This design comes from an exercise in tuning for small area on the open sky130 flow, not from production work.
Only simulation tests tie the RTL to the original design; equivalence was not proved.

==> inputs of v38 <==
==> flow/design.v <==
`timescale 1ns/1ps
package mipsIsaPkg;
    typedef logic [4:0] regIdx_t;
    typedef struct packed {
        logic [5:0] opcode;
        regIdx_t    rs;
        regIdx_t    rt;
        regIdx_t    rd;
        logic [4:0] shamt;
        logic [5:0] funct;
    } instr_t;
    localparam logic [5:0] opRtype = 6'h00;
    localparam logic [5:0] opJ     = 6'h02;
    localparam logic [5:0] opBeq   = 6'h04;
    localparam logic [5:0] opBne   = 6'h05;
    localparam logic [5:0] opAddi  = 6'h08;
    localparam logic [5:0] opAndi  = 6'h0c;
    localparam logic [5:0] opOri   = 6'h0d;
    localparam logic [5:0] fnSll   = 6'h00;
    localparam logic [5:0] fnSrl   = 6'h02;
    localparam logic [5:0] fnAdd   = 6'h20;
    localparam logic [5:0] fnSub   = 6'h22;
    localparam logic [5:0] fnAnd   = 6'h24;
    localparam logic [5:0] fnOr    = 6'h25;
    localparam logic [5:0] fnXor   = 6'h26;
    localparam logic [5:0] fnSlt   = 6'h2a;
    typedef enum logic [2:0] {
        aluAdd, aluSub, aluAnd, aluOr, aluXor, aluSlt, aluSll, aluSrl
    } aluOp_t;
endpackage
`timescale 1ns/1ps
package mipsPipePkg;
    typedef struct packed {
        logic [2:0] aluOp;       
        logic   useImm;      
        logic   regWrite;
        logic   beq;
        logic   bne;
        logic   jump;
    } ctrl_t;
    typedef struct packed {
        logic                    valid;
        ctrl_t                   ctrl;
        logic [4:0]              rs;
        logic [4:0]              rt;
        logic [32-1:0] rsVal;
        logic [32-1:0] rtVal;
        logic [32-1:0] imm;       
        logic [4:0]              dest;
        logic [4:0]              shamt;
        logic [32-1:0] nextPc;    
        logic [25:0]             jumpIdx;
    } idEx_t;
    typedef struct packed {
        logic                    valid;
        logic [4:0]              dest;
        logic [32-1:0] data;
    } wbPort_t;
endpackage
`timescale 1ns/1ps
module mipsCore (
    input  logic                    clk,
    input  logic                    rst_n,
    input  logic [31:0]             instr,
    output logic [32-1:0] instrAddr,
    output logic                    wbValid,
    output logic [4:0]              wbDest,
    output logic [32-1:0] wbData
);
    logic [4:0]  cnt;       
    logic        p2;        
    logic        clr;       
    logic        halt;      
    logic [9:0]  pc;        
    logic        c;         
    logic        eqa;       
    logic [31:0] W;         
    assign instrAddr = {20'd0, pc, 2'b00};
    assign wbData    = W;
    logic [5:0] op, fn;
    logic [4:0] rs, rt, rd, sh, dest;
    assign op = instr[31:26];
    assign rs = instr[25:21];
    assign rt = instr[20:16];
    assign rd = instr[15:11];
    assign sh = instr[10:6];
    assign fn = instr[5:0];
    logic isR, fAdd, fSub, fAnd, fOr, fXor, fSlt, fSll, fSrl;
    logic iAddi, iAndi, iOri, iBeq, iBne, iJ;
    assign isR   = (op == 6'h00);
    assign fAdd  = isR && fn == 6'h20;
    assign fSub  = isR && fn == 6'h22;
    assign fAnd  = isR && fn == 6'h24;
    assign fOr   = isR && fn == 6'h25;
    assign fXor  = isR && fn == 6'h26;
    assign fSlt  = isR && fn == 6'h2a;
    assign fSll  = isR && fn == 6'h00;
    assign fSrl  = isR && fn == 6'h02;
    assign iAddi = (op == 6'h08);
    assign iAndi = (op == 6'h0c);
    assign iOri  = (op == 6'h0d);
    assign iBeq  = (op == 6'h04);
    assign iBne  = (op == 6'h05);
    assign iJ    = (op == 6'h02);
    logic doAdd, doSub, doAnd, doOr, useImm, twoPass, wr;
    assign doAdd   = fAdd | iAddi;
    assign doSub   = fSub | fSlt;
    assign doAnd   = fAnd | iAndi;
    assign doOr    = fOr  | iOri;
    assign useImm  = iAddi | iAndi | iOri;
    assign twoPass = fSlt | fSll | fSrl;
    assign dest    = isR ? rd : rt;
    assign wr      = (fAdd | fSub | fAnd | fOr | fXor | fSlt | fSll | fSrl | useImm) && dest != 5'd0;
    logic [31:0] heads;      
    logic        d;          
    logic        wen;        
    logic [4:0]  bAddr;
    logic        aBit, bBit;
    assign heads[0] = 1'b0;
    genvar k;
    generate
        for (k = 1; k < 32; k++) begin : g_reg
            logic [31:0] r;
            assign heads[k] = r[0];
            always_ff @(posedge clk) begin
                r <= {(clr || (wen && dest == k)) ? d : r[0], r[31:1]};
            end
        end
    endgenerate
    assign bAddr = (p2 && fSll) ? rd : rt;    
    assign aBit  = heads[rs];
    assign bBit  = heads[bAddr];
    logic immBit, opB, bx, cin, sum, cout, lt, res;
    assign immBit = cnt[4] ? (iAddi & instr[15]) : instr[cnt[3:0]];
    assign opB    = useImm ? immBit : bBit;
    assign bx     = opB ^ doSub;
    assign cin    = (cnt == 5'd0) ? doSub : c;
    assign sum    = aBit ^ bx ^ cin;
    assign cout   = (aBit & bx) | (aBit & cin) | (bx & cin);
    assign lt     = (aBit ^ bBit) ? aBit : sum;
    always_comb begin
        if (doAdd | doSub)   res = sum;
        else if (doAnd)      res = aBit & opB;
        else if (doOr)       res = aBit | opB;
        else                 res = aBit ^ opB;
    end
    logic [31:0] V;
    logic [4:0]  tapSel, iCmp;
    logic        tap, mask;
    assign V      = {bBit, W[31:1]};
    assign tapSel = fSll ? ~sh : sh - 5'd1;
    assign iCmp   = fSll ? cnt : ~cnt;
    assign mask   = iCmp < sh;
    assign tap    = mask ? 1'b0 : V[tapSel];
    logic wPass, wFromB;
    always_comb begin
        if (clr)            d = 1'b0;
        else if (fSlt)      d = (cnt == 5'd0) & c;
        else if (fSll | fSrl) d = tap;
        else                d = res;
    end
    assign wPass  = twoPass ? (fSll ? !p2 : p2) : 1'b1;
    assign wen    = !halt && wr && wPass;
    assign wFromB = fSll | (fSrl & !p2);
    always_ff @(posedge clk) begin
        W      <= {wFromB ? bBit : d, W[31:1]};
        wbDest <= dest;
        c      <= (cnt == 5'd31) ? lt : cout;
        eqa    <= ((cnt == 5'd0) | eqa) & (aBit == bBit);
    end
    logic        lastPass, taken, eq;
    logic [16:0] tgt;
    logic [9:0]  npc;
    logic        nOut;
    assign lastPass = !twoPass || p2;
    assign eq       = ((cnt == 5'd0) | eqa) & (aBit == bBit);
    assign taken    = (iBeq & eq) | (iBne & !eq);
    assign tgt      = ({7'd0, pc, 1'b1} + {taken ? {{2{instr[15]}}, instr[14:0]} : 17'd0, 1'b1}) >> 1;
    always_comb begin
        if (iJ) begin
            npc  = instr[9:0];
            nOut = |instr[25:10];
        end else begin
            npc  = tgt[9:0];
            nOut = |tgt[16:10];
        end
    end
    always_ff @(posedge clk or negedge rst_n) begin
        if (!rst_n) begin
            cnt     <= 5'd0;
            p2      <= 1'b0;
            clr     <= 1'b1;
            halt    <= 1'b0;
            pc      <= 10'd0;
            wbValid <= 1'b0;
        end else begin
            cnt     <= cnt + 5'd1;
            wbValid <= 1'b0;
            if (cnt == 5'd31) begin
                clr <= 1'b0;
                if (!clr && !halt) begin
                    if (lastPass) begin
                        p2      <= 1'b0;
                        pc      <= npc;
                        halt    <= nOut;
                        wbValid <= wr;
                    end else begin
                        p2 <= 1'b1;
                    end
                end
            end
        end
    end
endmodule
==> flow/run.sh <==
#!/bin/bash
# synth_recipe.tcl (not shown) runs the flow's synth.tcl, then flattens the netlist and writes it again
# the make line also repeats each setting of config.mk as NAME=value (left out here)
make -C /OpenROAD-flow-scripts/flow DESIGN_CONFIG=/design/flow/config.mk WORK_HOME=/design/flow/orfs CLKGATE_MAP_FILE= SYNTH_SCRIPT=/design/flow/synth_recipe.tcl finish
==> flow/config.mk <==
export PLATFORM = sky130hd
export DESIGN_NAME = mipsCore
export DESIGN_NICKNAME = mipsCore
export VERILOG_FILES = /design/flow/design.v
export SDC_FILE = /design/flow/constraint.sdc
export NUM_CORES = 4
export LEC_CHECK = 0
export CAP_MARGIN = 40
export CORE_MARGIN = 2
export CORE_UTILIZATION = 40
export PLACE_DENSITY = 0.6
export SLEW_MARGIN = 40
==> flow/constraint.sdc <==
create_clock -name core_clock -period 10.0 [get_ports {clk}]
set_input_delay 2.0000 -clock core_clock [delete_from_list [all_inputs] [get_ports {clk}]]
set_output_delay 2.0000 -clock core_clock [all_outputs]
set_load 0.01 [all_outputs]
==> v39 (differences from v38) <==
--- a/flow/design.v
+++ b/flow/design.v
@@ -72,9 +72,9 @@
     logic        clr;       
-    logic        halt;      
-    logic [9:0]  pc;        
+    logic [10:0] pc;        
     logic        c;         
-    logic        eqa;       
-    logic [31:0] W;         
-    assign instrAddr = {20'd0, pc, 2'b00};
-    assign wbData    = W;
+    logic [31:1] W;         
+    assign instrAddr = {19'd0, pc, 2'b00};
+    logic first, last;
+    assign first = (cnt == 5'd0);
+    assign last  = (cnt == 5'd31);
     logic [5:0] op, fn;
@@ -104,4 +104,5 @@
     assign iJ    = (op == 6'h02);
-    logic doAdd, doSub, doAnd, doOr, useImm, twoPass, wr;
-    assign doAdd   = fAdd | iAddi;
+    logic useImm, isBr, doSub, doAnd, doOr, doXor, twoPass, wr;
+    assign useImm  = iAddi | iAndi | iOri;
+    assign isBr    = iBeq | iBne;
     assign doSub   = fSub | fSlt;
@@ -109,3 +110,3 @@
     assign doOr    = fOr  | iOri;
-    assign useImm  = iAddi | iAndi | iOri;
+    assign doXor   = fXor;
     assign twoPass = fSlt | fSll | fSrl;
@@ -132,3 +133,3 @@
     assign bBit  = heads[bAddr];
-    logic immBit, opB, bx, cin, sum, cout, lt, res;
+    logic immBit, opB, bx, cin, sum, cout, lt, eqn, res;
     assign immBit = cnt[4] ? (iAddi & instr[15]) : instr[cnt[3:0]];
@@ -136,3 +137,3 @@
     assign bx     = opB ^ doSub;
-    assign cin    = (cnt == 5'd0) ? doSub : c;
+    assign cin    = first ? doSub : c;
     assign sum    = aBit ^ bx ^ cin;
@@ -140,7 +141,8 @@
     assign lt     = (aBit ^ bBit) ? aBit : sum;
+    assign eqn    = (first | c) & (aBit == bBit);
     always_comb begin
-        if (doAdd | doSub)   res = sum;
-        else if (doAnd)      res = aBit & opB;
-        else if (doOr)       res = aBit | opB;
-        else                 res = aBit ^ opB;
+        if (doAnd)      res = aBit & opB;
+        else if (doOr)  res = aBit | opB;
+        else if (doXor) res = aBit ^ opB;
+        else            res = sum;
     end
@@ -148,3 +150,3 @@
     logic [4:0]  tapSel, iCmp;
-    logic        tap, mask;
+    logic        tap;
     assign V      = {bBit, W[31:1]};
@@ -152,56 +154,43 @@
     assign iCmp   = fSll ? cnt : ~cnt;
-    assign mask   = iCmp < sh;
-    assign tap    = mask ? 1'b0 : V[tapSel];
-    logic wPass, wFromB;
+    assign tap    = (iCmp < sh) ? 1'b0 : V[tapSel];
+    logic wPass, lastPass, wFromB, win;
     always_comb begin
-        if (clr)            d = 1'b0;
-        else if (fSlt)      d = (cnt == 5'd0) & c;
-        else if (fSll | fSrl) d = tap;
-        else                d = res;
-    end
-    assign wPass  = twoPass ? (fSll ? !p2 : p2) : 1'b1;
-    assign wen    = !halt && wr && wPass;
-    assign wFromB = fSll | (fSrl & !p2);
+        if (clr)                d = 1'b0;
+        else if (fSlt)          d = first & c;
+        else if (fSll | fSrl)   d = tap;
+        else                    d = res;
+    end
+    assign lastPass = !twoPass || p2;
+    assign wPass    = twoPass ? (fSll ? !p2 : p2) : 1'b1;
+    assign wen      = wr && wPass;
+    assign wFromB   = fSll | (fSrl & !p2);
+    assign win      = wFromB ? bBit : d;
     always_ff @(posedge clk) begin
-        W      <= {wFromB ? bBit : d, W[31:1]};
-        wbDest <= dest;
-        c      <= (cnt == 5'd31) ? lt : cout;
-        eqa    <= ((cnt == 5'd0) | eqa) & (aBit == bBit);
-    end
-    logic        lastPass, taken, eq;
+        W <= {win, W[31:2]};
+        c <= isBr ? eqn : (last ? lt : cout);
+    end
+    assign wbValid = last && !clr && lastPass && wr;
+    assign wbDest  = dest;
+    assign wbData  = {win, W[31:1]};
+    logic        taken;
     logic [16:0] tgt;
-    logic [9:0]  npc;
-    logic        nOut;
-    assign lastPass = !twoPass || p2;
-    assign eq       = ((cnt == 5'd0) | eqa) & (aBit == bBit);
-    assign taken    = (iBeq & eq) | (iBne & !eq);
-    assign tgt      = ({7'd0, pc, 1'b1} + {taken ? {{2{instr[15]}}, instr[14:0]} : 17'd0, 1'b1}) >> 1;
-    always_comb begin
-        if (iJ) begin
-            npc  = instr[9:0];
-            nOut = |instr[25:10];
-        end else begin
-            npc  = tgt[9:0];
-            nOut = |tgt[16:10];
-        end
-    end
+    logic [10:0] npc;
+    assign taken = (iBeq & eqn) | (iBne & !eqn);
+    assign tgt   = ({7'd0, pc[9:0], 1'b1} + {taken ? {{2{instr[15]}}, instr[14:0]} : 17'd0, 1'b1}) >> 1;
+    assign npc   = iJ ? {pc[10] | (|instr[25:10]), instr[9:0]}
+                      : {pc[10] | (|tgt[16:10]), tgt[9:0]};
     always_ff @(posedge clk or negedge rst_n) begin
         if (!rst_n) begin
-            cnt     <= 5'd0;
-            p2      <= 1'b0;
-            clr     <= 1'b1;
-            halt    <= 1'b0;
-            pc      <= 10'd0;
-            wbValid <= 1'b0;
+            cnt <= 5'd0;
+            p2  <= 1'b0;
+            clr <= 1'b1;
+            pc  <= 11'd0;
         end else begin
-            cnt     <= cnt + 5'd1;
-            wbValid <= 1'b0;
-            if (cnt == 5'd31) begin
+            cnt <= cnt + 5'd1;
+            if (last) begin
                 clr <= 1'b0;
-                if (!clr && !halt) begin
+                if (!clr) begin
                     if (lastPass) begin
-                        p2      <= 1'b0;
-                        pc      <= npc;
-                        halt    <= nOut;
-                        wbValid <= wr;
+                        p2 <= 1'b0;
+                        pc <= npc;
                     end else begin
==> flow/flow/run.sh (new file) <==
#!/bin/bash
# Own layout flow: the standard ORFS flow, with port buffers of the
# smallest buffer cell and a clock tree without dummy loads and with
# larger sink clusters. Every tool's output goes to the ORFS logs under
# orfs/logs/; make's own output goes to flow_make.log here.
set -euo pipefail
HERE=$(cd "$(dirname "$0")" && pwd)
CTS=$(cat "$HERE/cts_args.txt")
bash standard.sh \
  BUFFER_PORTS_ARGS="-buffer_cell sky130_fd_sc_hd__buf_1" \
  CTS_ARGS="$CTS" \
  finish > flow_make.log 2>&1
==> flow/flow/cts_args.txt (new file) <==
-sink_clustering_enable -repair_clock_nets -dont_use_dummy_load -buf_list sky130_fd_sc_hd__clkbuf_8 -sink_clustering_size 20 -sink_clustering_max_diameter 60
==> flow/standard.sh (new file) <==
#!/bin/bash
# synth_recipe.tcl (not shown) runs the flow's synth.tcl, then flattens the netlist and writes it again
# the make line also repeats each setting of config.mk as NAME=value (left out here)
make -C /OpenROAD-flow-scripts/flow DESIGN_CONFIG=/design/flow/config.mk WORK_HOME=/design/flow/orfs CLKGATE_MAP_FILE= SYNTH_SCRIPT=/design/flow/synth_recipe.tcl "${@:-finish}"
Settings changed: CAP_MARGIN 40 to 20, CORE_UTILIZATION 40 to 60, PLACE_DENSITY 0.6 to 0.7, SLEW_MARGIN 40 to 20.
removed: flow/run.sh
==> v11 (differences from v38) <==
Settings changed: CORE_UTILIZATION 40 to 60, CTS_BUF_LIST from default to sky130_fd_sc_hd__clkbuf_8, CTS_CLUSTER_DIAMETER from default to 80, CTS_CLUSTER_SIZE from default to 20, PLACE_DENSITY 0.6 to 0.7.
==> impl_metrics.ini <==
[status]
outcome = complete, no violations

[power_and_ir_drop]
ir_drop_v = 0.000156
finalPower_mw = 7.82
swShare = 0.197

[global_routing]
grtUsageMet2 = 0.187

[setup_path]
reg2reg_depth = 25

[layout]
final_cell_mix = dfxtp_1, clkbuf_16, clkdlybuf4s50_1
finish.instance_area_um2 = 29700
reg_top3 = g.r x992, W x32, pc x10
nFillCells = 5218

[route]
wl_met1_um = 20100
met2_length_um = 16400
# the run above: v38

==> impl_metrics.ini <==
[layout]
nFillCells = 2887
finish.instance_area_um2 = 26400
reg_top3 = g.r x992, W x31, pc x11

[setup_path]
reg2reg_depth = 23

[power_and_ir_drop]
finalPower_mw = 6.08
swShare = 0.202

[status]
outcome = complete, no violations

[route]
met2_length_um = 16100
# the run above: v39

==> impl_metrics.ini <==
[route]
met2_length_um = 16000
wl_met1_um = 19400

[power_and_ir_drop]
finalPower_mw = 6.09
ir_drop_v = 0.000185

[status]
outcome = complete, no violations

[layout]
final_cell_mix = dfxtp_1, clkdlybuf4s50_1, clkbuf_8
reg_top3 = g.r x992, W x32, pc x10
finish.instance_area_um2 = 27200
nFillCells = 2886

[setup_path]
reg2reg_depth = 25

[global_routing]
grtUsageMet2 = 0.263

[run]
cap_viol_max_count = 0
# the run above: v11

[afterwards: timing with drivers on the ports]
No port has a modelled driver above. Below, the same layouts with a new extraction and two added sets of constraints.
Step 1: set_driving_cell puts a clkbuf_16 on clk and a buf_2 on each other input, an assumption about the parent block.
Step 2 moves the port delays by t, midway between the first and last clock arrival at a register: inputs arrive t later, outputs are due t later. That takes back most of the time a late clock gives input paths.
a / b / c = ideal / step 1 / step 2; a / b = the first two.
run	t, ns	slack for setup (ns)	hold slack, ns	worst setup path after step 2	latest minus earliest clock arrival (ns)
v38	0.663	1.464 / 1.491 / 0.828	0.315 / 0.315 / 0.315	input to register	0.016 / 0.016
v39	0.641	0.573 / 0.544 / 0.544	0.287 / 0.287 / 0.287	input to output	0.119 / 0.119
v11	0.720	1.392 / 1.417 / 0.696	0.325 / 0.325 / 0.325	input to register	0.022 / 0.021
After both steps setup and hold are still met in every run listed. The setup slack of v11, which loses most, moves by +0.025 ns with the drivers and by -0.696 ns with both steps.
